What follows belongs to an exercise in optimizing a design on an open flow for small area and a short achievable clock period; a production flow would make more cautious choices. Where RTL was checked, it was by simulation tests only, not by an equivalence proof against the original. For runs 1 to 4, only the layout was checked, not whether the RTL still works. Power is estimated from default activity; no workload was simulated.

==> flow/design.v <==
`default_nettype none
module wbps_regs (
   input  wire logic          clock,
   input  wire logic          reset,
   input  wire logic          psel,
   input  wire logic          penable,
   input  wire logic          pwrite,
   input  wire logic [5:0]    paddr,
   input  wire logic [63:0]   pwdata,
   output logic      [63:0]   prdata,
   output logic               pready,
   output logic [127:0]       pattern,
   output logic [15:0]        wildcard_mask,
   output logic [4:0]         pattern_length,
   output logic [63:0]        region_base,
   output logic [5:0]         region_base_hi_ones
);
   localparam int OFFSET_BITS = 32;    
   logic [63:0] pattern_low_ff, pattern_high_ff, region_base_ff;
   logic [15:0] wildcard_mask_ff;
   logic [4:0]  pattern_length_ff;
   logic [63:0] pattern_low_n_ff, pattern_high_n_ff, region_base_n_ff;
   logic [15:0] wildcard_mask_n_ff;
   logic [4:0]  pattern_length_n_ff;
   logic [63:0] wdata_n;
   logic [2:0]  index;
   logic        write_strobe;
   logic [63:0] wdata;
   logic [5:0]  base_hi_ones_ff, base_hi_ones_in;
   assign index = paddr[5:3];
   assign write_strobe = psel && penable && pwrite;
   assign wdata = reset ? 64'd0 : pwdata;
   assign wdata_n = ~wdata;
   assign pattern_low_ff = ~pattern_low_n_ff;
   assign pattern_high_ff = ~pattern_high_n_ff;
   assign region_base_ff = ~region_base_n_ff;
   assign wildcard_mask_ff = ~wildcard_mask_n_ff;
   assign pattern_length_ff = ~pattern_length_n_ff;
   assign pready = 1'b1;
   assign pattern = {pattern_high_ff, pattern_low_ff};
   assign wildcard_mask = wildcard_mask_ff;
   assign pattern_length = pattern_length_ff;
   assign region_base = region_base_ff;
   assign region_base_hi_ones = base_hi_ones_ff;
   always_comb begin
      base_hi_ones_in = 6'(64 - OFFSET_BITS);
      for (int k = 63 - OFFSET_BITS; k >= 0; k--) begin
         if (!wdata[OFFSET_BITS + k]) base_hi_ones_in = 6'(k);
      end
   end
   always_ff @(posedge clock) begin
      if (reset || (write_strobe && index == 3'd0)) pattern_low_n_ff <= wdata_n;
      if (reset || (write_strobe && index == 3'd1)) pattern_high_n_ff <= wdata_n;
      if (reset || (write_strobe && index == 3'd2)) wildcard_mask_n_ff <= wdata_n[15:0];
      if (reset || (write_strobe && index == 3'd3)) pattern_length_n_ff <= wdata_n[4:0];
      if (reset || (write_strobe && index == 3'd4)) begin
         region_base_n_ff <= wdata_n;
         base_hi_ones_ff <= base_hi_ones_in;
      end
   end
   wbps_rdata u_rdata (
      .index          (index),
      .pattern_low    (pattern_low_ff),
      .pattern_high   (pattern_high_ff),
      .wildcard_mask  (wildcard_mask_ff),
      .pattern_length (pattern_length_ff),
      .region_base    (region_base_ff),
      .prdata         (prdata)
   );
endmodule
`default_nettype wire
`default_nettype none
module wbps_rdata (
   input  wire logic [2:0]    index,
   input  wire logic [63:0]   pattern_low,
   input  wire logic [63:0]   pattern_high,
   input  wire logic [15:0]   wildcard_mask,
   input  wire logic [4:0]    pattern_length,
   input  wire logic [63:0]   region_base,
   output logic      [63:0]   prdata
);
   logic [63:0] pair0, pair1, low4, high4;
   assign pair0 = index[0] ? pattern_high : pattern_low;
   assign pair1 = index[0] ? {59'd0, pattern_length} : {48'd0, wildcard_mask};
   assign low4 = index[1] ? pair1 : pair0;
   assign high4 = (index[1] || index[0]) ? 64'd0 : region_base;
   assign prdata = index[2] ? high4 : low4;
endmodule
`default_nettype wire
`default_nettype none
module wbps_match (
   input  wire logic [7:0]   data,
   input  wire logic [127:0] pattern,
   input  wire logic [15:0]  wildcard_mask,
   output logic [15:0]       match
);
   always_comb begin
      for (int i = 0; i < 16; i++) begin
         match[i] = wildcard_mask[i] || (data == pattern[8 * i +: 8]);
      end
   end
endmodule
`default_nettype wire
`default_nettype none
module wbps_core (
   input  wire logic          clock,
   input  wire logic          reset,
   input  wire logic [127:0]  pattern,
   input  wire logic [15:0]   wildcard_mask,
   input  wire logic [4:0]    pattern_length,
   input  wire logic [63:0]   region_base,
   input  wire logic [5:0]    region_base_hi_ones,
   input  wire logic          req_valid,
   output logic               req_ready,
   input  wire logic [7:0]    req_data_byte,
   input  wire logic          req_last_byte,
   output logic               rsp_valid,
   input  wire logic          rsp_ready,
   output logic               rsp_found,
   output logic [63:0]        rsp_match_address
);
   localparam int OFFSET_BITS = 32;    
   localparam int W = OFFSET_BITS;
   logic        in_valid_ff;
   logic [15:0] in_match_ff;
   logic        in_last_ff;
   logic        first_ff;       
   logic        done_ff;        
   logic [4:0]  count_ff;       
   logic [14:0] prefix_ff;
   logic [W:0]  addr_ff;        
   logic        out_valid_ff;
   logic        out_found_ff;
   logic        advance, step;
   logic [4:0]  length;
   logic [16:0] length_sel;
   logic [15:0] match;
   logic [15:0] prefix;
   logic        done;
   logic        hit;
   logic [4:0]  count_next;
   logic        full;
   logic [W-1:0] stop_offset;
   logic [W-1:0] stop_carry_in;
   logic [W-1:0] stop_carry_out;
   logic        stop;
   logic        inc;
   logic [W:0]  addr_cur;
   logic [W:0]  addr_ones;
   logic [63-W:0] base_ones;
   assign advance = !out_valid_ff || rsp_ready;
   assign step = in_valid_ff && advance;
   assign req_ready = !in_valid_ff || advance;
   assign length = (pattern_length > 5'd16) ? 5'd16 : pattern_length;
   always_comb begin
      for (int l = 0; l <= 16; l++) begin
         length_sel[l] = (length == 5'(l));
      end
   end
   wbps_match u_match (
      .data          (req_data_byte),
      .pattern       (pattern),
      .wildcard_mask (wildcard_mask),
      .match         (match)
   );
   always_comb begin
      prefix[0] = in_match_ff[0];
      for (int i = 1; i < 16; i++) begin
         prefix[i] = in_match_ff[i] && prefix_ff[i - 1] && !first_ff;
      end
   end
   assign done = done_ff && !first_ff;
   assign hit = |(length_sel[16:1] & prefix) && !done;
   assign count_next = first_ff ? 5'd1 : (count_ff[4] ? count_ff : count_ff + 5'd1);
   assign full = (count_next >= length);
   assign stop_offset = {{(W-5){1'b1}}, ~length};
   assign stop_carry_in = region_base[W-1:0] ^ stop_offset ^ addr_ff[W-1:0];
   assign stop_carry_out = (region_base[W-1:0] & stop_offset)
      | ((region_base[W-1:0] | stop_offset) & ~addr_ff[W-1:0]);
   assign stop = !first_ff && (stop_carry_in == {stop_carry_out[W-2:0], 1'b0});
   assign inc = full && !hit && !stop;
   assign addr_cur = first_ff ? {1'b0, region_base[W-1:0]} : addr_ff;
   always_comb begin
      addr_ones[0] = 1'b1;
      for (int k = 1; k <= W; k++) begin
         addr_ones[k] = addr_ones[k - 1] && addr_cur[k - 1];
      end
      for (int k = 0; k < 64 - W; k++) begin
         base_ones[k] = (region_base_hi_ones >= 6'(k));
      end
   end
   always_ff @(posedge clock) begin
      if (reset) begin
         in_valid_ff <= 1'b0;
         first_ff <= 1'b1;
         out_valid_ff <= 1'b0;
      end else begin
         if (req_ready) in_valid_ff <= req_valid;
         if (step) first_ff <= in_last_ff;
         if (advance) out_valid_ff <= step && (hit || (in_last_ff && !done));
      end
   end
   always_ff @(posedge clock) begin
      if (req_ready) begin
         in_match_ff <= match;
         in_last_ff <= req_last_byte;
      end
      if (step) begin
         done_ff <= done || hit;
         count_ff <= count_next;
         prefix_ff <= prefix[14:0];
         addr_ff <= addr_cur ^ (addr_ones & {(W+1){inc}});
         out_found_ff <= hit;
      end
   end
   assign rsp_valid = out_valid_ff;
   assign rsp_found = out_found_ff;
   assign rsp_match_address = out_found_ff
      ? {region_base[63:W] ^ (base_ones & {(64-W){addr_ff[W]}}), addr_ff[W-1:0]} : 64'd0;
endmodule
`default_nettype wire
`default_nettype none
module wildcard_byte_pattern_search (
   input  wire logic          clock,
   input  wire logic          reset,
   input  wire logic          req_valid,
   output logic               req_ready,
   input  wire logic [7:0]    req_data_byte,
   input  wire logic          req_last_byte,
   output logic               rsp_valid,
   input  wire logic          rsp_ready,
   output logic               rsp_found,
   output logic [63:0]        rsp_match_address,
   input  wire logic          psel,
   input  wire logic          penable,
   input  wire logic          pwrite,
   input  wire logic [5:0]    paddr,
   input  wire logic [63:0]   pwdata,
   output logic      [63:0]   prdata,
   output logic               pready
);
   logic [127:0] pattern;
   logic [15:0]  wildcard_mask;
   logic [4:0]   pattern_length;
   logic [63:0]  region_base;
   logic [5:0]   region_base_hi_ones;
   wbps_regs u_regs (
      .clock          (clock),
      .reset          (reset),
      .psel           (psel),
      .penable        (penable),
      .pwrite         (pwrite),
      .paddr          (paddr),
      .pwdata         (pwdata),
      .prdata         (prdata),
      .pready         (pready),
      .pattern        (pattern),
      .wildcard_mask  (wildcard_mask),
      .pattern_length (pattern_length),
      .region_base    (region_base),
      .region_base_hi_ones (region_base_hi_ones)
   );
   wbps_core u_core (
      .clock             (clock),
      .reset             (reset),
      .pattern           (pattern),
      .wildcard_mask     (wildcard_mask),
      .pattern_length    (pattern_length),
      .region_base       (region_base),
      .region_base_hi_ones (region_base_hi_ones),
      .req_valid         (req_valid),
      .req_ready         (req_ready),
      .req_data_byte     (req_data_byte),
      .req_last_byte     (req_last_byte),
      .rsp_valid         (rsp_valid),
      .rsp_ready         (rsp_ready),
      .rsp_found         (rsp_found),
      .rsp_match_address (rsp_match_address)
   );
endmodule
`default_nettype wire
==> flow/flow/run.sh <==
#!/bin/bash
# The standard layout (standard.sh), with two placement and clock-tree choices:
# the port buffers that placement inserts are sky130_fd_sc_hd__buf_1, and the
# clock tree is built without dummy loads. make's output goes to standard.log;
# each ORFS step keeps its own log under orfs/logs.
set -euo pipefail
export BUFFER_PORTS_ARGS="-buffer_cell sky130_fd_sc_hd__buf_1"
export CTS_ARGS="-sink_clustering_enable -repair_clock_nets -sink_clustering_size 20 -sink_clustering_max_diameter 50 -buf_list sky130_fd_sc_hd__clkbuf_8 -dont_use_dummy_load"
bash standard.sh > standard.log 2>&1
==> flow/standard.sh <==
#!/bin/bash
# synth_recipe.tcl (not shown) runs the flow's synth.tcl, then flattens the netlist and writes it again
# the make line also repeats each setting of config.mk as NAME=value (left out here)
make -C /OpenROAD-flow-scripts/flow DESIGN_CONFIG=/design/flow/config.mk WORK_HOME=/design/flow/orfs CLKGATE_MAP_FILE= SYNTH_SCRIPT=/design/flow/synth_recipe.tcl "${@:-finish}"
==> flow/config.mk <==
export PLATFORM = sky130hd
export DESIGN_NAME = wildcard_byte_pattern_search
export DESIGN_NICKNAME = wildcard_byte_pattern_search
export VERILOG_FILES = /design/flow/design.v
export SDC_FILE = /design/flow/constraint.sdc
export NUM_CORES = 4
export LEC_CHECK = 0
export CAP_MARGIN = 20
export CORE_MARGIN = 2
export CORE_UTILIZATION = 40
export CTS_BUF_LIST = sky130_fd_sc_hd__clkbuf_8
export CTS_CLUSTER_DIAMETER = 50
export CTS_CLUSTER_SIZE = 20
export PLACE_DENSITY = 0.6
export SETUP_SLACK_MARGIN = 3.4
export SLEW_MARGIN = 20
==> flow/constraint.sdc <==
create_clock -name core_clock -period 7.2 [get_ports {clock}]
set_input_delay 1.4400 -clock core_clock [delete_from_list [all_inputs] [get_ports {clock}]]
set_output_delay 1.4400 -clock core_clock [all_outputs]
set_load 0.01 [all_outputs]
==> results of run 1 <==
## layer usage
| layer | up-vias | routed length (µm) |
|---|---|---|
| li1 | 5847 | - |
| met1 | 6416 | 22400 |
| met3 | 118 | 3900 |
| met5 | - | 24 |
| met4 | 4 | 2070 |
| met2 | 565 | 26900 |
## how the worst min path moves through the flow
stage | end | depth (start not counted)
after floorplan | u_core.prefix_ff[0]$_DFFE_PP_ | 0
after global placement | u_core.prefix_ff[0]$_DFFE_PP_ | 0
after detailed placement | u_core.prefix_ff[0]$_DFFE_PP_ | 0
after CTS | u_core.prefix_ff[0]$_DFFE_PP_ | 0
after global routing | u_core.prefix_ff[0]$_DFFE_PP_ | 0
final | u_core.prefix_ff[0]$_DFFE_PP_ | 0
## registers in the layout, indices dropped and copies added, names as in the netlist, 5 cells and up
name and cells:
u_regs.pattern_high_n_ff 64, u_regs.pattern_low_n_ff 64, u_regs.region_base_n_ff 64, u_core.addr_ff 33, u_core.in_match_ff 16, u_regs.wildcard_mask_n_ff 16
u_core.prefix_ff 15, u_regs.base_hi_ones_ff 6, u_core.count_ff 5, u_regs.pattern_length_n_ff 5
## per-stage QoR
| step | power, mW | instance area [µm²] | hold slack [ns] | worst slack [ns] |
|---|---|---|---|---|
| 2_1_floorplan | 2.63 | 16700 | 0.427 | 2.47 |
| 3_3_place_gp | 2.87 | 17800 | 0.467 | 2.13 |
| 3_5_place_dp | 2.89 | 17800 | 0.477 | 2.13 |
| 4_1_cts | 3.98 | 19300 | 0.511 | 3.24 |
| 5_1_grt | 4.19 | 20100 | 0.511 | 3.26 |
| 6_report | 4.05 | 20100 | 0.500 | 3.25 |
## what timing repair did
| item | CTS | global route |
|---|---|---|
| pin swaps | 16 | 30 |
| setup endpoints to repair | 98 | 82 |
| gates cloned | 19 | 4 |
| gates resized for setup | 136 | 168 |
| setup buffers | 22 | 19 |
| hold buffers | 0 | 0 |
## layout make-up
| type | instances | area [µm²] |
|---|---|---|
| inverter | 38 | 156 |
| sequential | 294 | 8800 |
| timing repair buffer | 294 | 2020 |
| fill | 3719 | 20700 |
| tap | 532 | 666 |
| multi-input combinational | 1073 | 7950 |
| clock buffer | 36 | 495 |
## report_power, final
| part | internal, mW | switching, mW | leakage (nW) |
|---|---|---|---|
| sequential | 2.04 | 0.138 | 2.90 |
| combinational | 0.344 | 0.484 | 4.37 |
| clock | 0.444 | 0.591 | 0.259 |
## logic make-up (layout without fill, tap and decap cells)
kind of cell | after synthesis | in the layout | share of synthesized area, %
AOI/OAI and AO/OA | 238 | 238 | 9.01
xor gates and xnor gates | 218 | 218 | 11.6
adders and majority gates | 38 | 38 | 3.11
buffers and inverters | 129 | 368 | 3.07
DFF | 294 | 294 | 53.3
muxes | 73 | 73 | 4.89
other | 1 | 1 | 0.0227
and+or+nand+nor | 498 | 505 | 15.1
## cells in the final DEF, fill, tap and decap left out, types with 8 or more instances in the layout
master | synthesis | final
a21oi_1 | 78 | 50
a21oi_2 | 0 | 27
a31oi_1 | 10 | 10
and2_1 | 62 | 61
and3_1 | 19 | 19
buf_1 | 15 | 149
buf_12 | 0 | 11
buf_16 | 0 | 9
buf_2 | 7 | 43
buf_4 | 2 | 50
clkbuf_2 | 0 | 17
clkbuf_8 | 0 | 36
edfxtp_1 | 291 | 291
ha_1 | 33 | 33
inv_1 | 37 | 35
mux2i_1 | 57 | 39
mux2i_2 | 0 | 10
mux2i_4 | 0 | 8
nand2_1 | 110 | 108
nand2b_1 | 16 | 13
nand2b_4 | 0 | 10
nand3_1 | 19 | 19
nand3b_1 | 9 | 9
nand4_1 | 48 | 48
nor2_1 | 150 | 108
nor2_2 | 1 | 26
nor2_4 | 0 | 17
nor2b_1 | 14 | 13
nor3_1 | 18 | 17
o21ai_0 | 67 | 53
o22a_1 | 9 | 9
o22ai_2 | 1 | 11
xnor2_1 | 26 | 26
xor2_1 | 192 | 192
==> metrics.md, run 1 <==
| Metric | Value |
|---|---|
| Outcome | `timing/DRC/antenna clean` |
| Die width | `between 200 and 250 µm` |
| Buf/Inv on CP | `2` |
| Num rows | `74` |
| Area Growth Syn to Fin | `21.6%` |
| Final Hold Fails | `0` |
| Die Ht | `~210 µm` |
| Avg Cell Area, Syn | `11.1 µm²` |
| HP Start | `u_core.in_match_ff[0]$_DFFE_PP_` |
| Layout Nets | `1861` |
| Synth Warn # | `3` |
| DRT Wirelength | `around 55000 µm` |
| Worst-Margin Slew | `1.09 ns` |
| Clk sinks | `approximately 290` |
| Pwr Density | `about 200 mW/mm²` |
| Fraction of layout cells with a size suffix above 1 | `around a fifth` |
| Vias in the first global route | `~13000` |
| Crit path from | `paddr[3]` |
| F_max | `around 0.25 GHz` |
| Port bufs | `213` |
| Syn Inst Count | `between 1000 and 1500` |
| Critical path class | `input pin to output port` |
| Worst stage delay on the critical path | `about 0.30 ns` |
| Critical Path End | `prdata[11]` |
| Maximum VDD drop | `between 0.00009 and 0.0001 V` |
| Ranking of synthesized cells by area | `edfxtp_1, xor2_1, mux2i_1` |
| Post-synth EDFFs | `291` |
| Sequential share of the synthesized area | `between 50% and 60%` |
| DR vias/cell | `roughly 5.7` |
| Fin crit share | `between 50 and 60%` |
| Core Util, Final | `49.2%` |
| Largest net degree at the start of global routing | `between 70 and 80` |
| Hold Crit Class | `flip-flop to flip-flop` |
| P_leak | `7.52 nW` |
| Setup slack, reg-to-reg | `approximately 3.6 ns` |
| DRC Markers | `0` |
| Post-synth top area share | `a little over half` |
| Ys async rst share | `0%` |
| RR Startpoint | `u_core.first_ff$_SDFFE_PP1P_` |
| CTS tree | `done` |
| Clk root buf | `clkbuf_8` |
| Final setup violation count | `0` |
| Distinct cell type count after synthesis | `75` |
| Fin Setup TNS | `0 ns` |
| Hpwl dp | `approximately 34000 µm` |
| Core footprint | `approximately 0.04 mm²` |
| Crit path capture type | `output port` |
| CP top delay family | `compound AO/OA/AOI/OAI gates` |
| Fin. max-slew vios | `0` |
| Layout Cells excl Fill | `roughly 2300` |
| Placer Congestion | `about 0.85` |
| Htree depth | `2` |
| Leading area contributor after synthesis | `edfxtp_1` |
| Met2 GRT Util | `approximately two fifths` |
| First-pass GRT wire length | `between 70000 and 80000 µm` |
| Gr ovfl total | `0` |
| Top-count cell post-synth | `edfxtp_1` |
| Critical Path Stages | `5` |
| Synth Cell Area | `approximately 0.017 mm²` |
| CP Launch Type | `input pin` |
| R2r worst-path depth | `10` |
| Starting Density | `40.5%` |
| Max_cap viols | `0` |
| Initial antenna violation count | `3` |
| Max clock buf depth | `3` |
| Ys flop type | `edfxtp_1` |
| Worst Path Arrival | `2.51 ns` |
| N_diodes | `0` |
| Total track usage | `24.5%` |
| Most Crowded Layer GR | `met2` |
| Met1 Resource Use GR | `31.9%` |
| Clock transition at the registers of the reported paths | `around 0.09 ns` |
| Slew HR | `between 20% and 30%` |
| DR vias | `~13000` |
| Critical Path, Cell by Cell | `clkbuf_16, mux2_4, o22a_1, o22ai_2, buf_2` |
| Tmin final | `about 4 ns` |
| RSZ-0062 raised after global routing | `true` |
| Crit Reg-Reg Endpoint | `u_core.addr_ff[32]$_DFFE_PP_` |
| DR WL/cell | `approximately 24 µm` |
| Drt first pass iters | `5` |
| Required time worst endpoint | `5.76 ns` |
| Synth Register Bits | `between 200 and 300` |
| CP max stage cell | `mux2_4` |
| Syn nets | `~1600` |
| DR iter-0 viols | `~1000` |
| Die Area | `~0.043 mm²` |
| TritonCTS buffer count | `36` |
| Post-Place Cells | `between 2000 and 2500` |
| Final ANT Viol Nets | `0` |
| Most frequent cells after synthesis | `edfxtp_1, xor2_1, nor2_1, nand2_1, a21oi_1` |
| CP Max Fanout | `5` |
| IO Pins | `about 220` |
| Met3 usage | `roughly 3.6%` |
| Worst Skew | `0.124 ns` |
| Clk latency of the worst-skew pair | `0.62 ns` |
==> inputs of run 2 (changes only) <==
--- a/flow/config.mk
+++ b/flow/config.mk
@@ -12,5 +12,5 @@
 export CTS_CLUSTER_DIAMETER = 50
 export CTS_CLUSTER_SIZE = 20
 export PLACE_DENSITY = 0.6
-export SETUP_SLACK_MARGIN = 3.4
+export SETUP_SLACK_MARGIN = 3.0
 export SLEW_MARGIN = 20
==> metrics.md, run 2 <==
| Metric | Value |
|---|---|
| Drt first pass iters | `5 (unchanged)` |
| Final Cell Area | `0.0187 mm² (was 0.0201 mm²)` |
| Fin. max-slew vios | `0 (unchanged)` |
| Sequential power share | `55.9% (was 54.0%)` |
| Gr ovfl total | `0 (unchanged)` |
| Fin crit share | `58.0% (was 54.8%)` |
| RSZ-0062 raised after global routing | `false (was true)` |
| Final setup violation count | `0 (unchanged)` |
| Layout Cells excl Fill | `2213 (was 2267)` |
| Ranking of synthesized cells by area | `edfxtp_1, xor2_1, mux2i_1 (unchanged)` |
| CP Launch Type | `input pin (unchanged)` |
| Area Growth Syn to Fin | `13.2% (was 21.6%)` |
| Critical Path, Cell by Cell | `clkbuf_16, buf_16, mux2_2, o22a_1, o22ai_2, buf_2 (was clkbuf_16, mux2_4, o22a_1, o22ai_2, buf_2)` |
| Total track usage | `22.4% (was 24.5%)` |
| CTS Hold Bufs | `0 (unchanged)` |
| Worst Skew | `0.0839 ns (was 0.124 ns)` |
| Htree depth | `2 (unchanged)` |
| Fraction of layout cells with a size suffix above 1 | `7.20% (was 19.4%)` |
| CTS tree | `done (unchanged)` |
| Starting Density | `40.5% (unchanged)` |
| Worst Path Arrival | `2.74 ns (was 2.51 ns)` |
| Clock transition at the registers of the reported paths | `0.06 ns (was 0.09 ns)` |
| DRC Markers | `0 (unchanged)` |
| Required time worst endpoint | `5.76 ns (about the same)` |
| Num rows | `74 (unchanged)` |
| N_diodes | `0 (unchanged)` |
| Max clock buf depth | `3 (unchanged)` |
| Psw | `1.14 mW (was 1.21 mW)` |
| Crit path capture type | `output port (unchanged)` |
| M1 WL | `21400 µm (was 22400 µm)` |
| Final ANT Viol Nets | `0 (unchanged)` |
| DR iter-0 viols | `843 (was 1045)` |
| Avg Cell Area, Syn | `11.1 µm² (unchanged)` |
| Comb power frac | `18.2% (was 20.5%)` |
| DRT Wirelength | `50400 µm (was 55300 µm)` |
| P_leak | `6.84 nW (was 7.52 nW)` |
| Hpwl dp | `35100 µm (was 34400 µm)` |
| Outcome | `timing/DRC/antenna clean (unchanged)` |
| Sequential share of the synthesized area | `53.3% (unchanged)` |
| Port bufs | `213 (unchanged)` |
| Switching share of power | `29.3% (was 30.0%)` |
| Most frequent cells after synthesis | `edfxtp_1, xor2_1, nor2_1, nand2_1, a21oi_1 (unchanged)` |
| Int Power | `2.75 mW (was 2.83 mW)` |
| Post-Place Cells | `2168 (was 2167)` |
| Ys async rst share | `0% (unchanged)` |
| Hold slack | `0.520 ns (was 0.500 ns)` |
| Top routing layer in use | `met5 (unchanged)` |
| TritonCTS buffer count | `35 (was 36)` |
| Top-count cell post-synth | `edfxtp_1 (unchanged)` |
| Hold Crit Class | `flip-flop to flip-flop (unchanged)` |
| Final Hold Fails | `0 (unchanged)` |
| Max_cap viols | `0 (unchanged)` |
| Layout Nets | `1807 (was 1861)` |
| Vias in the first global route | `12300 (was 12600)` |
| IO Pins | `218 (unchanged)` |
| DR vias | `12300 (was 13000)` |
| Metal2 WL | `24400 µm (was 26900 µm)` |
| Maximum VDD drop | `0.0000911 V (was 0.0000923 V)` |
| Pre-CTS WS | `1.96 ns (was 2.13 ns)` |
| Distinct cell type count after synthesis | `75 (unchanged)` |
| Pwr Density | `208 mW/mm² (was 201 mW/mm²)` |
| Final critical-path setup slack | `3.02 ns (was 3.25 ns)` |
| Die Area | `0.0429 mm² (unchanged)` |
| Post-synth top area share | `52.9% (unchanged)` |
| Largest registers | `u_regs.pattern_high_n_ff (64), u_regs.pattern_low_n_ff (64), u_regs.region_base_n_ff (64) (unchanged)` |
| Core footprint | `0.0408 mm² (unchanged)` |
| Critical path class | `input pin to output port (unchanged)` |
| F_max | `0.239 GHz (was 0.253 GHz)` |
| Post-synth EDFFs | `291 (unchanged)` |
| Clk sinks | `294 (unchanged)` |
| Leading area contributor after synthesis | `edfxtp_1 (unchanged)` |
| Placer Congestion | `0.884 (was 0.851)` |
| Commonest non-fill, non-tap cells in the layout | `edfxtp_1, buf_1, xor2_1, nor2_1, nand2_1 (was edfxtp_1, xor2_1, buf_1, nand2_1, nor2_1)` |
| Syn Inst Count | `1489 (unchanged)` |
| CP Max Fanout | `19 (was 5)` |
| DR vias/cell | `5.56 (was 5.71)` |
| Clk latency of the worst-skew pair | `0.59 ns (was 0.62 ns)` |
| Placed cell area | `0.0178 mm² (about the same)` |
| Commonest non-fill, non-tap cell in the layout | `edfxtp_1 (unchanged)` |
| First-pass GRT wire length | `73600 µm (was 79000 µm)` |
| Synth Warn # | `3 (unchanged)` |
| Tmin final | `4.18 ns (was 3.95 ns)` |
| Worst stage delay on the critical path | `0.33 ns (was 0.30 ns)` |
| Synth Register Bits | `294 (unchanged)` |
| Synth Cell Area | `0.0165 mm² (unchanged)` |
| Clk root buf | `clkbuf_8 (unchanged)` |
| Initial antenna violation count | `4 (was 3)` |
| Met3 WL post-DR | `3040 µm (was 3900 µm)` |
| Syn nets | `1613 (unchanged)` |
| Core Util, Final | `45.8% (was 49.2%)` |
| DR WL/cell | `22.8 µm (was 24.4 µm)` |
| Die Ht | `207 µm (unchanged)` |
| Total power | `3.89 mW (was 4.05 mW)` |
| Worst-Margin Slew | `1.05 ns (was 1.09 ns)` |
| CP max stage cell | `mux2_2 (was mux2_4)` |
| Largest net degree at the start of global routing | `58 (was 71)` |
| Ys flop type | `edfxtp_1 (unchanged)` |
| Fin Setup TNS | `0 ns (unchanged)` |
| Fill count | `3861 (was 3719)` |
| Clock power frac | `25.9% (was 25.6%)` |
| Slew HR | `29.5% (was 27.5%)` |
| Die width | `207 µm (unchanged)` |
run 2: cell counts after synthesis:
Identical to the previous run, type by type.
run 2: power by group through the flow:
stage | sequential (mW) | clock, mW | combinational, mW
final | 2.17 | 1.01 | 0.709
after global routing | 2.19 | 1.08 | 0.773
after CTS | 2.17 | 1.03 | 0.701
after detailed placement | 2.21 | 0 | 0.677
after global placement | 2.20 | 0 | 0.670
after floorplan | 2.15 | 0 | 0.471
run 2: worst paths after layout:
path                                           end  cells after the start  slack, ns                               startpoint
hold reg to reg   u_core.out_valid_ff$_SDFFE_PP0N_                      2       0.52         u_core.out_valid_ff$_SDFFE_PP0N_
hold / removal    u_core.out_valid_ff$_SDFFE_PP0N_                      2       0.52         u_core.out_valid_ff$_SDFFE_PP0N_
setup reg to reg      u_core.addr_ff[24]$_DFFE_PP_                     11       3.74  u_regs.pattern_length_n_ff[3]$_DFFE_PP_
setup / recovery                        prdata[11]                      6       3.02                                 paddr[3]
run 2: final cells by class:
cell class                      instances  area (µm²)  share of cell area [%]
Clock buffer                           35         482                    2.58
Timing Repair Buffer                  248        1310                    6.99
Multi-Input combinational cell       1066        7300                    39.0
Sequential cell                       294        8800                    47.1
Tap cell                              532         666                    3.56
Inverter                               38         145                   0.776
run 2: kinds of logic after synthesis:
group,count (synthesis),synth area share [%]
AO/OA/AOI/OAI,238,9.01
XOR/XNOR,218,11.6
adder cells (fa/ha/maj),38,3.11
buffers and inverters,129,3.07
flip-flops,294,53.3
multiplexers,73,4.89
other,1,0.0227
AND/OR/NAND/NOR,498,15.1
run 2: repair_timing:
item                                    4_1_cts  5_1_grt
pin swaps                                     0        1
buffers inserted                              4        0
resized for setup                            31       10
endpoints found under the setup margin       65       16
cloned                                        3        2
endpoints found under the hold margin         0        0
run 2: critical path: cells and delay by family:
family | cells | cell delay (ns)
AO/OA/AOI/OAI | 2 | 0.41
buffers and inverters | 3 | 0.54
multiplexers | 1 | 0.33
run 2: metal layers:
| layer | track usage, % | vias to the layer above |
|---|---|---|
| li1 | - | 5716 |
| met1 | 29.3 | 6038 |
| met2 | 38.2 | 464 |
| met3 | 3.34 | 88 |
| met4 | 7.49 | 6 |
| met5 | 0 | - |
==> inputs of run 3 (changes only) <==
--- a/flow/config.mk
+++ b/flow/config.mk
@@ -12,5 +12,5 @@
 export CTS_CLUSTER_DIAMETER = 50
 export CTS_CLUSTER_SIZE = 20
 export PLACE_DENSITY = 0.6
-export SETUP_SLACK_MARGIN = 3.0
+export SETUP_SLACK_MARGIN = 2.6
 export SLEW_MARGIN = 20
==> metrics.md, run 3 <==
| Metric | Value |
|---|---|
| P_leak | `6.70 nW (was 6.84 nW)` |
| Post-synthesis simple-gate area fraction | `15.1% (unchanged)` |
| Int Power | `2.73 mW (was 2.75 mW)` |
| Critical Path, Cell by Cell | `buf_4, buf_8, mux2_2, o22ai_1, nand2_1, o21ai_1, buf_1 (was clkbuf_16, buf_16, mux2_2, o22a_1, o22ai_2, buf_2)` |
| Synth Warn # | `3 (unchanged)` |
| Clk sinks | `294 (unchanged)` |
| RSZ-0062 raised after global routing | `true (was false)` |
| Core footprint | `0.0408 mm² (unchanged)` |
| Placer Congestion | `0.879 (was 0.884)` |
| Fin crit share | `63.4% (was 58.0%)` |
| Sequential power share | `56.3% (was 55.9%)` |
| Largest registers | `u_regs.pattern_high_n_ff (64), u_regs.pattern_low_n_ff (64), u_regs.region_base_n_ff (64) (unchanged)` |
| XOR/XNOR Fraction of Synth Area | `11.6% (unchanged)` |
| Synth Area in Adders | `3.11% (unchanged)` |
| Placed cell area | `0.0178 mm² (unchanged)` |
| Clock transition at the registers of the reported paths | `0.08 ns (was 0.06 ns)` |
| Met1 Resource Use GR | `29.4% (was 29.3%)` |
| Die Area | `0.0429 mm² (unchanged)` |
| Worst Skew | `0.0708 ns (was 0.0839 ns)` |
| Leading area contributor after synthesis | `edfxtp_1 (unchanged)` |
| CTS Hold Bufs | `0 (unchanged)` |
| Slew HR | `26.9% (was 29.5%)` |
| Psw | `1.12 mW (was 1.14 mW)` |
| Area Growth Syn to Fin | `11.4% (was 13.2%)` |
| Outcome | `timing/DRC/antenna clean (unchanged)` |
| Met2 GRT Util | `36.9% (was 38.2%)` |
| Total track usage | `22.1% (was 22.4%)` |
| Layout Nets | `1801 (was 1807)` |
| Worst-Margin Slew | `1.10 ns (was 1.05 ns)` |
| CP Max Fanout | `52 (was 19)` |
| DR iter-0 viols | `980 (was 843)` |
| Fin. max-slew vios | `0 (unchanged)` |
| Synth Area in Compound Gates | `9.01% (unchanged)` |
| Port bufs | `213 (unchanged)` |
| Worst Path Arrival | `3.12 ns (was 2.74 ns)` |
| Final Hold Fails | `0 (unchanged)` |
| Sequential cell area | `0.00880 mm² (unchanged)` |
| Hold Crit Class | `flip-flop to flip-flop (unchanged)` |
| Fin Setup TNS | `0 ns (unchanged)` |
| Die width | `207 µm (unchanged)` |
| Synth Cell Area | `0.0165 mm² (unchanged)` |
| Initial antenna violation count | `3 (was 4)` |
| Largest family of logic cells by synthesized area | `simple AND/OR/NAND/NOR gates (unchanged)` |
| DR WL/cell | `22.1 µm (was 22.8 µm)` |
| Top-count cell post-synth | `edfxtp_1 (unchanged)` |
| Pwr Density | `210 mW/mm² (was 208 mW/mm²)` |
| Crit path capture type | `output port (unchanged)` |
| Ys async rst share | `0% (unchanged)` |
| Ys flop type | `edfxtp_1 (unchanged)` |
| Commonest non-fill, non-tap cell in the layout | `edfxtp_1 (unchanged)` |
| HP Start | `u_core.in_match_ff[0]$_DFFE_PP_ (was u_core.out_valid_ff$_SDFFE_PP0N_)` |
| Max_cap viols | `0 (unchanged)` |
| Clk latency of the worst-skew pair | `0.59 ns (about the same)` |
| Buf/Inv on CP | `3 (unchanged)` |
| Most Crowded Layer GR | `met2 (unchanged)` |
| Starting Density | `40.5% (unchanged)` |
| Gr ovfl total | `0 (unchanged)` |
| CP top delay family | `buffers and inverters (unchanged)` |
| Largest net degree at the start of global routing | `71 (was 58)` |
| IO Pins | `218 (unchanged)` |
| Num rows | `74 (unchanged)` |
| Tmin final | `4.56 ns (was 4.18 ns)` |
| Critical path class | `input pin to output port (unchanged)` |
| RR Startpoint | `u_regs.pattern_length_n_ff[3]$_DFFE_PP_ (unchanged)` |
| F_max | `0.219 GHz (was 0.239 GHz)` |
| Synth Register Bits | `294 (unchanged)` |
| Max clock buf depth | `3 (unchanged)` |
| Syn nets | `1613 (unchanged)` |
| DRT Wirelength | `48800 µm (was 50400 µm)` |
| Crit path from | `paddr[4] (was paddr[3])` |
| Distinct cell type count after synthesis | `75 (unchanged)` |
| Footprint of the multi-input gates | `0.00725 mm² (was 0.00730 mm²)` |
| Hpwl dp | `34800 µm (was 35100 µm)` |
| Ranking of synthesized cells by area | `edfxtp_1, xor2_1, mux2i_1 (unchanged)` |
| Most frequent cells after synthesis | `edfxtp_1, xor2_1, nor2_1, nand2_1, a21oi_1 (unchanged)` |
| DR vias | `12200 (was 12300)` |
| Fraction of layout cells with a size suffix above 1 | `6.15% (was 7.20%)` |
| Required time worst endpoint | `5.76 ns (about the same)` |
| Final setup violation count | `0 (unchanged)` |
| Final Cell Area | `0.0184 mm² (was 0.0187 mm²)` |
| Met3 usage | `3.65% (was 3.34%)` |
| Clock power frac | `26.0% (was 25.9%)` |
| CP max stage cell | `mux2_2 (unchanged)` |
| Drt first pass iters | `6 (was 5)` |
| DRC Markers | `0 (unchanged)` |
| N_diodes | `0 (unchanged)` |
| Syn Inst Count | `1489 (unchanged)` |
| TritonCTS buffer count | `35 (unchanged)` |
| Fill count | `3849 (was 3861)` |
| Switching share of power | `29.1% (was 29.3%)` |
| Final ANT Viol Nets | `0 (unchanged)` |
| Vias in the first global route | `12000 (was 12300)` |
| CP Launch Type | `input pin (unchanged)` |
| Avg Cell Area, Syn | `11.1 µm² (unchanged)` |
| Clk root buf | `clkbuf_8 (unchanged)` |
| Commonest non-fill, non-tap cells in the layout | `edfxtp_1, buf_1, xor2_1, nor2_1, nand2_1 (unchanged)` |
| Post-synth top area share | `52.9% (unchanged)` |
| Mux contribution to synthesized area | `4.89% (unchanged)` |
| Comb power frac | `17.7% (was 18.2%)` |
| Post-synth EDFFs | `291 (unchanged)` |
| Worst stage delay on the critical path | `0.38 ns (was 0.33 ns)` |
| Htree depth | `2 (unchanged)` |
| First-pass GRT wire length | `72600 µm (was 73600 µm)` |
| Sequential share of the synthesized area | `53.3% (unchanged)` |
| Die Ht | `207 µm (unchanged)` |
| DR vias/cell | `5.51 (was 5.56)` |
| Maximum VDD drop | `0.0000953 V (was 0.0000911 V)` |
| CTS tree | `done (unchanged)` |
-- run 3: routing by layer --
layer  routed length (µm)  vias up  part of all wire (%)
li1                     -     5702                     -
met1                20800     5929                    43
met2                23300      444                    48
met3                 3260       82                   6.7
met4                 1340        6                   2.8
met5                   46        -                 0.094
-- run 3: timing repair --
item                       CTS  global route
setup buffers                0             3
setup endpoints to repair   51             6
resized for setup            9             3
-- run 3: power by group through the flow --
| stage | Combinational, mW | Sequential (mW) | Clock (mW) |
|---|---|---|---|
| after global routing | 0.749 | 2.19 | 1.08 |
| final | 0.683 | 2.17 | 1.00 |
| after CTS | 0.683 | 2.17 | 1.03 |
| after floorplan | 0.471 | 2.15 | 0 |
| after detailed placement | 0.677 | 2.21 | 0 |
| after global placement | 0.671 | 2.20 | 0 |
-- run 3: cell type report --
type	instances	area share [%]
Multi-Input combinational cell	1066	39.4
Inverter	38	0.775
Tap cell	532	3.62
Clock buffer	35	2.62
Timing Repair Buffer	242	5.77
Sequential cell	294	47.8
-- run 3: metrics by stage --
stage | power (mW) | setup WS [ns] | hold slack [ns] | util [%] | std cells
after global placement | 2.87 | 2.08 | 0.471 | 43.7 | 2168
after detailed placement | 2.89 | 2.10 | 0.486 | 43.7 | 2168
after floorplan | 2.62 | 2.47 | 0.427 | - | 1489
after global routing | 4.02 | 2.57 | 0.509 | 45.1 | 2207
final | 3.86 | 2.64 | 0.515 | 45.1 | 2207
after CTS | 3.88 | 2.64 | 0.502 | 44.9 | 2203
-- run 3: kinds of logic (layout without fill, tap and decap cells) --
logic type	count (synthesis)	after routing
buffers and inverters	129	315
AO/OA/AOI/OAI	238	238
AND/OR/NAND/NOR	498	498
other	1	1
XOR/XNOR	218	218
multiplexers	73	73
adder cells (fa/ha/maj)	38	38
flip-flops	294	294
-- run 3: worst paths after layout --
check	end	slack (ns)	depth (start not counted)
min	u_core.prefix_ff[0]$_DFFE_PP_	0.51	0
min reg2reg	u_core.prefix_ff[0]$_DFFE_PP_	0.51	0
max	prdata[9]	2.64	7
max reg2reg	u_core.addr_ff[13]$_DFFE_PP_	3.73	11
-- run 3: worst register-to-register path: stages (launching register included) --
cell and delay (ns):
edfxtp_1 0.52, nand2b_1 0.32, fa_1 0.59, xor2_1 0.17
nand4_1 0.19, nor4_1 0.23, nand3_1 0.21, o2111ai_2 0.13
buf_4 0.30, or2_1 0.22, o21ai_0 0.10, a22o_1 0.22
==> inputs of run 4 (changes only) <==
--- a/flow/flow/run.sh
+++ b/flow/flow/run.sh
@@ -5,5 +5,5 @@
 # each ORFS step keeps its own log under orfs/logs.
 set -euo pipefail
 export BUFFER_PORTS_ARGS="-buffer_cell sky130_fd_sc_hd__buf_1"
-export CTS_ARGS="-sink_clustering_enable -repair_clock_nets -sink_clustering_size 20 -sink_clustering_max_diameter 50 -buf_list sky130_fd_sc_hd__clkbuf_8 -dont_use_dummy_load"
+export CTS_ARGS="-sink_clustering_enable -repair_clock_nets -sink_clustering_size 20 -sink_clustering_max_diameter 50 -buf_list sky130_fd_sc_hd__clkbuf_8"
 bash standard.sh > standard.log 2>&1
--- a/flow/config.mk
+++ b/flow/config.mk
@@ -12,5 +12,5 @@
 export CTS_CLUSTER_DIAMETER = 50
 export CTS_CLUSTER_SIZE = 20
 export PLACE_DENSITY = 0.6
-export SETUP_SLACK_MARGIN = 2.6
+export SETUP_SLACK_MARGIN = 3.4
 export SLEW_MARGIN = 20
==> metrics.md, run 4 <==
| Metric | Value |
|---|---|
| Clock transition at the registers of the reported paths | `0.08 ns (about the same)` |
| RSZ-0062 raised after global routing | `true (unchanged)` |
| Ys flop type | `edfxtp_1 (unchanged)` |
| Worst Path Arrival | `2.51 ns (was 3.12 ns)` |
| CTS tree | `done (unchanged)` |
| Worst Skew | `0.0830 ns (was 0.0708 ns)` |
| Sequential share of the synthesized area | `53.3% (unchanged)` |
| Final ANT Viol Nets | `0 (unchanged)` |
| Final Hold Fails | `0 (unchanged)` |
| Tmin final | `3.95 ns (was 4.56 ns)` |
| Post-Place Cells | `2167 (was 2168)` |
| Worst stage delay on the critical path | `0.29 ns (was 0.38 ns)` |
| Commonest non-fill, non-tap cells in the layout | `edfxtp_1, xor2_1, buf_1, nor2_1, nand2_1 (was edfxtp_1, buf_1, xor2_1, nor2_1, nand2_1)` |
| Worst-Margin Slew | `1.08 ns (was 1.10 ns)` |
| Synth Cell Area | `0.0165 mm² (unchanged)` |
| Placer Congestion | `0.851 (was 0.879)` |
| F_max | `0.253 GHz (was 0.219 GHz)` |
| Starting Density | `40.5% (unchanged)` |
| Placed cell area | `0.0178 mm² (about the same)` |
| Fin crit share | `54.9% (was 63.4%)` |
| Hpwl dp | `34400 µm (was 34800 µm)` |
| Port bufs | `213 (unchanged)` |
| Fin. max-slew vios | `0 (unchanged)` |
| Clk sinks | `294 (unchanged)` |
| Syn nets | `1613 (unchanged)` |
| Num rows | `74 (unchanged)` |
| TritonCTS buffer count | `36 (was 35)` |
| Largest net degree at the start of global routing | `71 (unchanged)` |
| Final Cell Area | `0.0203 mm² (was 0.0184 mm²)` |
| Ys async rst share | `0% (unchanged)` |
| Leading area contributor after synthesis | `edfxtp_1 (unchanged)` |
| Die Ht | `207 µm (unchanged)` |
| Area Growth Syn to Fin | `22.9% (was 11.4%)` |
| Fraction of layout cells with a size suffix above 1 | `19.5% (was 6.15%)` |
| Distinct cell type count after synthesis | `75 (unchanged)` |
| Layout Cells excl Fill | `2294 (was 2207)` |
| Ranking of synthesized cells by area | `edfxtp_1, xor2_1, mux2i_1 (unchanged)` |
| CP Launch Type | `input pin (unchanged)` |
| Core footprint | `0.0408 mm² (unchanged)` |
| Synth Warn # | `3 (unchanged)` |
| DR vias | `13000 (was 12200)` |
| Layout Nets | `1856 (was 1801)` |
| DR iter-0 viols | `1029 (was 980)` |
| Syn Inst Count | `1489 (unchanged)` |
| DRC Markers | `0 (unchanged)` |
| CP max stage cell | `mux2_4 (was mux2_2)` |
| Drt first pass iters | `6 (unchanged)` |
| Crit path capture type | `output port (unchanged)` |
| Core Util, Final | `49.7% (was 45.1%)` |
| IO Pins | `218 (unchanged)` |
| Gr ovfl total | `0 (unchanged)` |
| First-pass GRT wire length | `79500 µm (was 72600 µm)` |
| P_leak | `7.60 nW (was 6.70 nW)` |
| Max clock buf depth | `3 (unchanged)` |
| Die width | `207 µm (unchanged)` |
| Largest registers | `u_regs.pattern_high_n_ff (64), u_regs.pattern_low_n_ff (64), u_regs.region_base_n_ff (64) (unchanged)` |
| Die Area | `0.0429 mm² (unchanged)` |
| Critical path class | `input pin to output port (unchanged)` |
| CP Max Fanout | `5 (was 52)` |
| Top-count cell post-synth | `edfxtp_1 (unchanged)` |
| Initial antenna violation count | `3 (unchanged)` |
| Met2 GRT Util | `41.2% (was 36.9%)` |
| Hold Crit Class | `flip-flop to flip-flop (unchanged)` |
| Post-synth EDFFs | `291 (unchanged)` |
| Max_cap viols | `0 (unchanged)` |
| Met3 usage | `4.10% (was 3.65%)` |
| Critical Path, Cell by Cell | `clkbuf_16, mux2_4, o22a_1, o22ai_2, buf_2 (was buf_4, buf_8, mux2_2, o22ai_1, nand2_1, o21ai_1, buf_1)` |
| Outcome | `timing/DRC/antenna clean (unchanged)` |
| Pwr Density | `215 mW/mm² (was 210 mW/mm²)` |
| Met1 Resource Use GR | `32.1% (was 29.4%)` |
| Commonest non-fill, non-tap cell in the layout | `edfxtp_1 (unchanged)` |
| Clk latency of the worst-skew pair | `0.64 ns (was 0.59 ns)` |
| CP top delay family | `compound AO/OA/AOI/OAI gates (was buffers and inverters)` |
| Synth Register Bits | `294 (unchanged)` |
| Total track usage | `24.6% (was 22.1%)` |
| Htree depth | `2 (unchanged)` |
| Vias in the first global route | `12600 (was 12000)` |
| Required time worst endpoint | `5.76 ns (about the same)` |
| Maximum VDD drop | `0.000128 V (was 0.0000953 V)` |
| Most frequent cells after synthesis | `edfxtp_1, xor2_1, nor2_1, nand2_1, a21oi_1 (unchanged)` |
| DRT Wirelength | `55200 µm (was 48800 µm)` |
| Post-synth top area share | `52.9% (unchanged)` |
| DR WL/cell | `24.1 µm (was 22.1 µm)` |
| Avg Cell Area, Syn | `11.1 µm² (unchanged)` |
| DR vias/cell | `5.65 (was 5.51)` |
| Most Crowded Layer GR | `met2 (unchanged)` |
| Slew HR | `28.3% (was 26.9%)` |
| Fin Setup TNS | `0 ns (unchanged)` |
| Buf/Inv on CP | `2 (was 3)` |
| Final setup violation count | `0 (unchanged)` |
| Clk root buf | `clkbuf_8 (unchanged)` |
[run 4: report_power, final]
part	total, mW	leakage [nW]	switching, mW	internal [mW]
sequential	2.18	2.90	0.137	2.04
clock	1.36	0.403	0.783	0.574
combinational	0.820	4.30	0.482	0.338
total	4.36	7.60	1.40	2.95
[run 4: final timing paths]
check / from / to / slack [ns] / cells after the start
max reg2reg: u_core.first_ff$_SDFFE_PP1P_ / u_core.addr_ff[32]$_DFFE_PP_ / 3.63 / 10
min reg2reg: u_core.in_match_ff[0]$_DFFE_PP_ / u_core.prefix_ff[0]$_DFFE_PP_ / 0.48 / 0
max: paddr[3] / prdata[11] / 3.25 / 5
min: u_core.in_match_ff[0]$_DFFE_PP_ / u_core.prefix_ff[0]$_DFFE_PP_ / 0.48 / 0
[run 4: layout make-up]
cell class	instances	area (µm²)
tap	532	666
sequential	294	8800
inverter	38	156
timing repair buffer	289	1930
multi-input combinational	1073	7940
fill	3710	20500
antenna	2	5.00
clock inverter	30	312
clock buffer	36	495
[run 4: through the flow]
| stage | total power [mW] | worst slack (ns) | hold slack (ns) |
|---|---|---|---|
| 6_report | 4.36 | 3.25 | 0.480 |
| 3_5_place_dp | 2.89 | 2.13 | 0.477 |
| 4_1_cts | 4.31 | 3.24 | 0.494 |
| 5_1_grt | 4.52 | 3.26 | 0.495 |
| 2_1_floorplan | 2.63 | 2.47 | 0.427 |
| 3_3_place_gp | 2.87 | 2.13 | 0.467 |
[run 4: layer usage]
metal  wire [µm]  up-vias
met4        2310        2
li1            -     5870
met2       26500      567
met3        4190      131
met5          16        -
met1       22200     6398
[run 4: cell families after synthesis]
kind of cell	Yosys count	synth area share [%]
AO/OA/AOI/OAI	238	9.01
other	1	0.0227
adder cells (fa/ha/maj)	38	3.11
AND/OR/NAND/NOR	498	15.1
multiplexers	73	4.89
buffers and inverters	129	3.07
XOR/XNOR	218	11.6
flip-flops	294	53.3
[run 4: what timing repair did]
action                                  4_1_cts  5_1_grt
cloned                                       19        5
pin swaps                                    16       29
resized for setup                           137      145
setup buffers                                22       13
endpoints found under the setup margin       98       86
hold buffers                                  0        0
==> inputs of run 5 (changes only) <==
--- a/flow/design.v
+++ b/flow/design.v
@@ -122,7 +122,7 @@
    localparam int OFFSET_BITS = 32;    
    localparam int W = OFFSET_BITS;
    logic        in_valid_ff;
-   logic [15:0] in_match_ff;
+   logic [7:0]  in_byte_ff;
    logic        in_last_ff;
    logic        first_ff;       
    logic        done_ff;        
@@ -158,15 +158,15 @@
       end
    end
    wbps_match u_match (
-      .data          (req_data_byte),
+      .data          (in_byte_ff),
       .pattern       (pattern),
       .wildcard_mask (wildcard_mask),
       .match         (match)
    );
    always_comb begin
-      prefix[0] = in_match_ff[0];
+      prefix[0] = match[0];
       for (int i = 1; i < 16; i++) begin
-         prefix[i] = in_match_ff[i] && prefix_ff[i - 1] && !first_ff;
+         prefix[i] = match[i] && prefix_ff[i - 1] && !first_ff;
       end
    end
    assign done = done_ff && !first_ff;
@@ -202,7 +202,7 @@
    end
    always_ff @(posedge clock) begin
       if (req_ready) begin
-         in_match_ff <= match;
+         in_byte_ff <= req_data_byte;
          in_last_ff <= req_last_byte;
       end
       if (step) begin
--- a/flow/flow/run.sh
+++ b/flow/flow/run.sh
@@ -5,5 +5,5 @@
 # each ORFS step keeps its own log under orfs/logs.
 set -euo pipefail
 export BUFFER_PORTS_ARGS="-buffer_cell sky130_fd_sc_hd__buf_1"
-export CTS_ARGS="-sink_clustering_enable -repair_clock_nets -sink_clustering_size 20 -sink_clustering_max_diameter 50 -buf_list sky130_fd_sc_hd__clkbuf_8"
+export CTS_ARGS="-sink_clustering_enable -repair_clock_nets -sink_clustering_size 20 -sink_clustering_max_diameter 50 -buf_list sky130_fd_sc_hd__clkbuf_8 -dont_use_dummy_load"
 bash standard.sh > standard.log 2>&1
==> metrics.md, run 5 <==
| Metric | Value |
|---|---|
| Outcome | `timing/DRC/antenna clean (unchanged)` |
| Largest net degree at the start of global routing | `71 (unchanged)` |
| DR vias/cell | `5.55 (was 5.65)` |
| Die Ht | `206 µm (was 207 µm)` |
| Total track usage | `23.9% (was 24.6%)` |
| Fin crit share | `56.1% (was 54.9%)` |
| Most frequent cells after synthesis | `edfxtp_1, xor2_1, nor2_1, nand2_1, a21oi_1 (unchanged)` |
| Fin Setup TNS | `0 ns (unchanged)` |
| Fin. max-slew vios | `0 (unchanged)` |
| Hpwl dp | `34900 µm (was 34400 µm)` |
| Worst Skew | `0.108 ns (was 0.0830 ns)` |
| Max_cap viols | `0 (unchanged)` |
| Sequential share of the synthesized area | `52.4% (was 53.3%)` |
| Distinct cell type count after synthesis | `69 (was 75)` |
| Synth Register Bits | `286 (was 294)` |
| Hold slack | `0.514 ns (was 0.480 ns)` |
| Post-Place Cells | `2148 (was 2167)` |
| Die Area | `0.0424 mm² (was 0.0429 mm²)` |
| Largest registers | `u_regs.pattern_high_n_ff (64), u_regs.pattern_low_n_ff (64), u_regs.region_base_n_ff (64) (unchanged)` |
| Final ANT Viol Nets | `0 (unchanged)` |
| Ranking of synthesized cells by area | `edfxtp_1, xor2_1, mux2i_1 (unchanged)` |
| Post-synth EDFFs | `283 (was 291)` |
| Leading area contributor after synthesis | `edfxtp_1 (unchanged)` |
| M1 WL | `21300 µm (was 22200 µm)` |
| DRC Markers | `0 (unchanged)` |
| Top routing layer in use | `met5 (unchanged)` |
| Commonest non-fill, non-tap cells in the layout | `edfxtp_1, xor2_1, buf_1, nand2_1, nor2_1 (was edfxtp_1, xor2_1, buf_1, nor2_1, nand2_1)` |
| Area Growth Syn to Fin | `21.7% (was 22.9%)` |
| Worst Path Arrival | `2.60 ns (was 2.51 ns)` |
| Synth Cell Area | `0.0163 mm² (was 0.0165 mm²)` |
| Htree depth | `2 (unchanged)` |
| Required time worst endpoint | `5.76 ns (about the same)` |
| Final setup violation count | `0 (unchanged)` |
| DR WL/cell | `23.1 µm (was 24.1 µm)` |
| DR iter-0 viols | `1125 (was 1029)` |
| Clk sinks | `286 (was 294)` |
| Ys async rst share | `0% (unchanged)` |
| First-pass GRT wire length | `74800 µm (was 79500 µm)` |
| Avg Cell Area, Syn | `11.1 µm² (about the same)` |
| Maximum VDD drop | `0.000112 V (was 0.000128 V)` |
| Post-synth top area share | `52.1% (was 52.9%)` |
| Initial antenna violation count | `1 (was 3)` |
| Met3 WL post-DR | `3830 µm (was 4190 µm)` |
| Layout Nets | `1862 (was 1856)` |
| F_max | `0.248 GHz (was 0.253 GHz)` |
| RSZ-0062 raised after global routing | `true (unchanged)` |
| P_leak | `7.51 nW (was 7.60 nW)` |
| Port bufs | `213 (unchanged)` |
| Slew HR | `28.0% (was 28.3%)` |
| Core footprint | `0.0400 mm² (was 0.0408 mm²)` |
| Crit path capture type | `output port (unchanged)` |
| DR vias | `12500 (was 13000)` |
| Ys flop type | `edfxtp_1 (unchanged)` |
| Die width | `206 µm (was 207 µm)` |
| IO Pins | `218 (unchanged)` |
| Clock transition at the registers of the reported paths | `0.06 ns (was 0.08 ns)` |
| Drt first pass iters | `5 (was 6)` |
| Worst-Margin Slew | `1.08 ns (about the same)` |
| CP Max Fanout | `7 (was 5)` |
| Top-count cell post-synth | `edfxtp_1 (unchanged)` |
| Critical Path, Cell by Cell | `clkbuf_16, buf_16, clkbuf_16, mux4_2, a21oi_4, buf_6 (was clkbuf_16, mux2_4, o22a_1, o22ai_2, buf_2)` |
| Pwr Density | `201 mW/mm² (was 215 mW/mm²)` |
| Hold Crit Class | `flip-flop to flip-flop (unchanged)` |
| Metal2 WL | `25500 µm (was 26500 µm)` |
| CTS tree | `done (unchanged)` |
| N_diodes | `0 (was 2)` |
| Max clock buf depth | `3 (unchanged)` |
| Vias in the first global route | `12100 (was 12600)` |
| Starting Density | `40.8% (was 40.5%)` |
| Gr ovfl total | `0 (unchanged)` |
| Num rows | `73 (was 74)` |
| CP Launch Type | `input pin (unchanged)` |
| DRT Wirelength | `52200 µm (was 55200 µm)` |
| Fraction of layout cells with a size suffix above 1 | `19.8% (was 19.5%)` |
| Layout Cells excl Fill | `2261 (was 2294)` |
| Total power | `3.99 mW (was 4.36 mW)` |
| TritonCTS buffer count | `36 (unchanged)` |
| Core Util, Final | `49.6% (was 49.7%)` |
| Placer Congestion | `0.913 (was 0.851)` |
| Fill count | `3703 (was 3710)` |
| Synth Warn # | `3 (unchanged)` |
| Syn Inst Count | `1473 (was 1489)` |
| Clk latency of the worst-skew pair | `0.60 ns (was 0.64 ns)` |
| Most numerous cell on the critical path | `clkbuf_16` |
| Clk root buf | `clkbuf_8 (unchanged)` |
| Syn nets | `1597 (was 1613)` |
| Critical path class | `input pin to output port (unchanged)` |
| CP max stage cell | `mux4_2 (was mux2_4)` |
| Commonest non-fill, non-tap cell in the layout | `edfxtp_1 (unchanged)` |
| Tmin final | `4.04 ns (was 3.95 ns)` |
| CTS Hold Bufs | `0 (unchanged)` |
| Final Hold Fails | `0 (unchanged)` |
| Worst stage delay on the critical path | `0.32 ns (was 0.29 ns)` |
| Setup slack, reg-to-reg | `3.65 ns (was 3.63 ns)` |
## run 5: cell types whose count changed after synthesis, sizes merged, moves of 6 or more
cell / delta
o22a: -9
xor2: -18
clkbuf: -13
xnor2: +26
edfxtp: -8
a21boi: +7
nand3b: -8
nor2b: -6
nor4: +11
and2: +6
nand2: +17
buf: +6
## run 5: routing by layer
| metal | track usage (%) | vias to the layer above |
|---|---|---|
| met5 | 0 | - |
| met3 | 4.24 | 106 |
| met2 | 40.9 | 584 |
| met4 | 8.52 | 2 |
| li1 | - | 5771 |
| met1 | 30.5 | 6083 |
## run 5: timing repair
item                       in CTS  in global routing
resized for setup             142                149
buffers inserted               39                 24
setup endpoints to repair     229                111
gates cloned                   11                  3
pin swaps                      24                 49
## run 5: worst paths after layout
| kind | end | cells past startpoint | startpoint |
|---|---|---|---|
| worst max-delay path | prdata[4] | 6 | paddr[3] |
| worst min-delay path | u_core.first_ff$_SDFFE_PP1P_ | 2 | u_core.in_last_ff$_DFFE_PP_ |
| worst max register to register | u_core.addr_ff[32]$_DFFE_PP_ | 13 | u_core.in_byte_ff[0]$_DFFE_PP_ |
| worst min register to register | u_core.first_ff$_SDFFE_PP1P_ | 2 | u_core.in_last_ff$_DFFE_PP_ |
## run 5: logic make-up after synthesis
family	after synthesis	synth area share, %
other cells	1	0.0230
buf+inv	122	3.51
simple gates	499	15.3
mux	76	5.15
xor+xnor	226	12.1
fa+ha+maj	38	3.14
compound gates	225	8.32
flops	286	52.4
## run 5: critical path, delay by kind of cell
kind | cells | cell delay (ns)
buffers and inverters | 4 | 0.62
muxes | 1 | 0.32
AOI/OAI and AO/OA | 1 | 0.22
## run 5: cell type report
class	instances	area (µm²)	area share [%]
inverter	38	163	0.819
multi-input combinational	1066	7820	39.3
sequential	286	8560	43.1
timing repair buffer	310	2170	10.9
clock buffer	36	495	2.49
tap	525	657	3.31
## run 5: metrics by stage
| step | instance area (µm²) | setup slack, ns |
|---|---|---|
| after floorplan | 16500 | 2.51 |
| after global placement | 17600 | 2.01 |
| after detailed placement | 17600 | 2.00 |
| after CTS | 19200 | 3.17 |
| after global routing | 19900 | 3.11 |
| final | 19900 | 3.16 |
## run 5: report_power, final
| group | total (mW) | internal [mW] | switching, mW |
|---|---|---|---|
| clock | 1.02 | 0.445 | 0.574 |
| sequential | 2.12 | 1.99 | 0.129 |
| combinational | 0.852 | 0.361 | 0.490 |
==> inputs of run 6 (changes only) <==
--- a/flow/config.mk
+++ b/flow/config.mk
@@ -5,6 +5,7 @@
 export SDC_FILE = /design/flow/constraint.sdc
 export NUM_CORES = 4
 export LEC_CHECK = 0
+export ABC_AREA = 1
 export CAP_MARGIN = 20
 export CORE_MARGIN = 2
 export CORE_UTILIZATION = 40
@@ -12,5 +13,5 @@
 export CTS_CLUSTER_DIAMETER = 50
 export CTS_CLUSTER_SIZE = 20
 export PLACE_DENSITY = 0.6
-export SETUP_SLACK_MARGIN = 3.4
+export SETUP_SLACK_MARGIN = 3.0
 export SLEW_MARGIN = 20
==> metrics.md, run 6 <==
| Metric | Value |
|---|---|
| Slew HR | `25.1% (was 28.0%)` |
| CP Launch Type | `input pin (unchanged)` |
| TritonCTS buffer count | `34 (was 36)` |
| Fin. max-slew vios | `0 (unchanged)` |
| Die width | `204 µm (was 206 µm)` |
| Die Area | `0.0415 mm² (was 0.0424 mm²)` |
| Total power | `3.79 mW (was 3.99 mW)` |
| Final Hold Fails | `0 (unchanged)` |
| Gr ovfl total | `0 (unchanged)` |
| Clk sinks | `286 (unchanged)` |
| F_max | `0.236 GHz (was 0.248 GHz)` |
| First-pass GRT wire length | `74500 µm (was 74800 µm)` |
| CTS tree | `done (unchanged)` |
| Num rows | `73 (unchanged)` |
| Largest net degree at the start of global routing | `71 (unchanged)` |
| P_leak | `7.42 nW (was 7.51 nW)` |
| Required time worst endpoint | `5.76 ns (about the same)` |
| CP max stage cell | `buf_4 (was mux4_2)` |
| R2r worst-path depth | `19 (was 13)` |
| WHS Endpoint | `u_core.out_valid_ff$_SDFFE_PP0N_ (was u_core.first_ff$_SDFFE_PP1P_)` |
| Leading area contributor after synthesis | `edfxtp_1 (unchanged)` |
| Max_cap viols | `0 (unchanged)` |
| Clk root buf | `clkbuf_8 (unchanged)` |
| Fin Setup TNS | `0 ns (unchanged)` |
| Crit path capture type | `output port (unchanged)` |
| Synth Register Bits | `286 (unchanged)` |
| Worst Path Arrival | `2.80 ns (was 2.60 ns)` |
| CP Max Fanout | `12 (was 7)` |
| Commonest non-fill, non-tap cell in the layout | `nand2_1 (was edfxtp_1)` |
| RSZ-0062 raised after global routing | `true (unchanged)` |
| DRT Wirelength | `50700 µm (was 52200 µm)` |
| Clk latency of the worst-skew pair | `0.57 ns (was 0.60 ns)` |
| Most frequent cells after synthesis | `nand2_1, edfxtp_1, inv_1, nor2_1, o21ai_0 (was edfxtp_1, xor2_1, nor2_1, nand2_1, a21oi_1)` |
| Ys async rst share | `0% (unchanged)` |
| DRC Markers | `0 (unchanged)` |
| Met1 Resource Use GR | `30.9% (was 30.5%)` |
| Vias in the first global route | `12700 (was 12100)` |
| Max clock buf depth | `3 (unchanged)` |
| Critical Path, Cell by Cell | `buf_6, inv_12, buf_4, nor2_4, buf_12, inv_16, buf_12, buf_12, o221ai_4, buf_2 (was clkbuf_16, buf_16, clkbuf_16, mux4_2, a21oi_4, buf_6)` |
| Placer Congestion | `0.931 (was 0.913)` |
| Total track usage | `23.9% (about the same)` |
| Post-synth top area share | `53.3% (was 52.1%)` |
| Synth Cell Area | `0.0159 mm² (was 0.0163 mm²)` |
| Port bufs | `213 (unchanged)` |
| IO Pins | `218 (unchanged)` |
| Layout Nets | `2028 (was 1862)` |
| Final setup violation count | `0 (unchanged)` |
| Outcome | `timing/DRC/antenna clean (unchanged)` |
| Critical path class | `input pin to output port (unchanged)` |
| Crit Reg-Reg Endpoint | `u_core.addr_ff[32]$_DFFE_PP_ (unchanged)` |
| Worst-Margin Slew | `1.12 ns (was 1.08 ns)` |
| Ranking of synthesized cells by area | `edfxtp_1, nand2_1, xor2_1 (was edfxtp_1, xor2_1, mux2i_1)` |
| Setup slack, reg-to-reg | `3.39 ns (was 3.65 ns)` |
| Htree depth | `2 (unchanged)` |
| Hold Crit Class | `flip-flop to flip-flop (unchanged)` |
| Core footprint | `0.0395 mm² (was 0.0400 mm²)` |
| Post-synth EDFFs | `283 (unchanged)` |
| Largest registers | `u_regs.pattern_high_n_ff (64), u_regs.pattern_low_n_ff (64), u_regs.region_base_n_ff (64) (unchanged)` |
| Pwr Density | `201 mW/mm² (about the same)` |
| Fin crit share | `58.9% (was 56.1%)` |
| Top-count cell post-synth | `nand2_1 (was edfxtp_1)` |
| Tmin final | `4.24 ns (was 4.04 ns)` |
| Placed cell area | `0.0173 mm² (was 0.0176 mm²)` |
| Final ANT Viol Nets | `0 (unchanged)` |
| Avg Cell Area, Syn | `9.57 µm² (was 11.1 µm²)` |
| Syn Inst Count | `1666 (was 1473)` |
| Hold Path Cell Cnt | `2 (unchanged)` |
| CTS Hold Bufs | `0 (unchanged)` |
| Met3 usage | `4.12% (was 4.24%)` |
| Synth Warn # | `3 (unchanged)` |
| DR vias | `12900 (was 12500)` |
| Final Cell Area | `0.0189 mm² (was 0.0199 mm²)` |
| HP Start | `u_core.out_valid_ff$_SDFFE_PP0N_ (was u_core.in_last_ff$_DFFE_PP_)` |
| Syn nets | `1790 (was 1597)` |
| DR iter-0 viols | `1009 (was 1125)` |
| Drt first pass iters | `7 (was 5)` |
| Worst stage delay on the critical path | `0.19 ns (was 0.32 ns)` |
| DR WL/cell | `20.9 µm (was 23.1 µm)` |
| Core Util, Final | `47.7% (was 49.6%)` |
| Area Growth Syn to Fin | `18.4% (was 21.7%)` |
| Ys flop type | `edfxtp_1 (unchanged)` |
| RR Startpoint | `u_core.in_byte_ff[7]$_DFFE_PP_ (was u_core.in_byte_ff[0]$_DFFE_PP_)` |
| Most numerous cell on the critical path | `buf_12 (was clkbuf_16)` |
| Sequential share of the synthesized area | `53.7% (was 52.4%)` |
| Distinct cell type count after synthesis | `55 (was 69)` |
| Starting Density | `40.3% (was 40.8%)` |
| Die Ht | `204 µm (was 206 µm)` |
| Maximum VDD drop | `0.000116 V (was 0.000112 V)` |
| Met2 GRT Util | `40.9% (about the same)` |
| Fraction of layout cells with a size suffix above 1 | `13.9% (was 19.8%)` |
| Worst Skew | `0.0669 ns (was 0.108 ns)` |
| Clock transition at the registers of the reported paths | `0.07 ns (was 0.06 ns)` |
| Hpwl dp | `35500 µm (was 34900 µm)` |
| DR vias/cell | `5.32 (was 5.55)` |
| Commonest non-fill, non-tap cells in the layout | `nand2_1, edfxtp_1, buf_1, inv_1, nor2_1 (was edfxtp_1, xor2_1, buf_1, nand2_1, nor2_1)` |
| Most Crowded Layer GR | `met2 (unchanged)` |
| Initial antenna violation count | `3 (was 1)` |
[run 6: cell count changes in the layout (fill, tap and decap cells not counted), sizes merged, moves of 28 or more]
cell and change:
and2 -64, buf -30, inv +130, mux2i -57
nand2 +295, nand3 +28, o21ai +36, o221ai +48
or2 +53, xnor2 -30, xor2 -93
[run 6: final cells by class]
class	instances	area, µm²
diodes	2	5.00
clock buffers	34	468
fillers	3739	20700
inverters	168	671
multi-input cells	1145	6880
flip-flops and latches	286	8560
well taps	525	657
repair buffers	266	1610
repair inverters	3	26.3
[run 6: worst max-delay path, delay by kind of cell]
family	cells	cell delay (ns)
AO/OA/AOI/OAI	1	0.15
AND/OR/NAND/NOR	1	0.15
buffers and inverters	8	1.02
[run 6: layer usage]
layer | vias to the layer above | wire length (µm)
met5 | - | 23
met4 | 4 | 1610
met3 | 87 | 3230
met2 | 466 | 24300
met1 | 6175 | 21500
li1 | 6198 | -
[run 6: stage by stage]
stage / instances / hold slack (ns) / setup WS (ns)
floorplan: 1666 / 0.459 / 3.02
global placement: 2356 / 0.506 / 2.10
detailed placement: 2356 / 0.524 / 2.08
CTS: 2414 / 0.535 / 2.93
global route: 2427 / 0.564 / 2.92
finish: 2429 / 0.521 / 2.96
[run 6: how the worst max path moves through the flow]
stage	start	end	slack [ns]
finish	paddr[5]	prdata[45]	2.96
global route	paddr[3]	prdata[45]	2.92
CTS	paddr[4]	prdata[45]	2.93
detailed placement	paddr[4]	prdata[63]	2.08
global placement	paddr[4]	prdata[63]	2.10
floorplan	paddr[4]	prdata[13]	3.02
[run 6: power breakdown]
| group | switching (mW) | internal (mW) | leakage (nW) |
|---|---|---|---|
| registers | 0.127 | 1.98 | 2.81 |
| logic | 0.451 | 0.261 | 4.36 |
| clock network | 0.550 | 0.421 | 0.244 |
[run 6: cells by family after synthesis]
group                    Yosys count  synth area share (%)
AND/OR/NAND/NOR                  725                  20.1
AO/OA/AOI/OAI                    276                  11.0
adder cells (fa/ha/maj)           38                  3.22
XOR/XNOR                         103                  5.66
other                              1                0.0235
flip-flops                       286                  53.7
buffers and inverters            237                  6.35
[run 6: what timing repair did]
action	in CTS	in global routing
gates resized for setup	124	55
setup buffers	17	11
pin swaps	7	5
setup endpoints to repair	80	69
gates cloned	7	2

==> re-timing with driven ports <==
The flow's constraints put no driver on any port. The routed layouts listed below were extracted and timed again, unchanged, in two steps. Step 1: set_driving_cell puts a clkbuf_16 on clock and a buf_2 on each other input, an assumption about the parent block. Step 2 also shifts input and output timing later by t, the mid clock arrival at the registers, as if the neighbouring blocks saw the same clock. Slacks: ideal / step 1 / step 2; pairs: ideal / step 1.
run	shift t [ns]	setup slack, ns	worst setup path after step 2	slew at the worst register clock pin (ns)
run 1	0.613	3.252 / 2.880 / 2.880	input to output	0.11 / 0.11
run 2	0.599	3.024 / 2.895 / 2.895	input to output	0.11 / 0.11
run 3	0.597	2.638 / 2.609 / 2.609	input to output	0.11 / 0.11
run 4	0.651	3.245 / 2.925 / 2.925	input to output	0.12 / 0.12
run 5	0.597	3.162 / 2.999 / 2.981	input to register	0.10 / 0.10
run 6	0.585	2.956 / 2.912 / 2.912	input to output	0.10 / 0.10
After both steps every run listed still meets setup and hold. For run 1, which loses most, drivers alone change the setup slack by -0.372 ns; drivers and shift together by -0.372 ns.
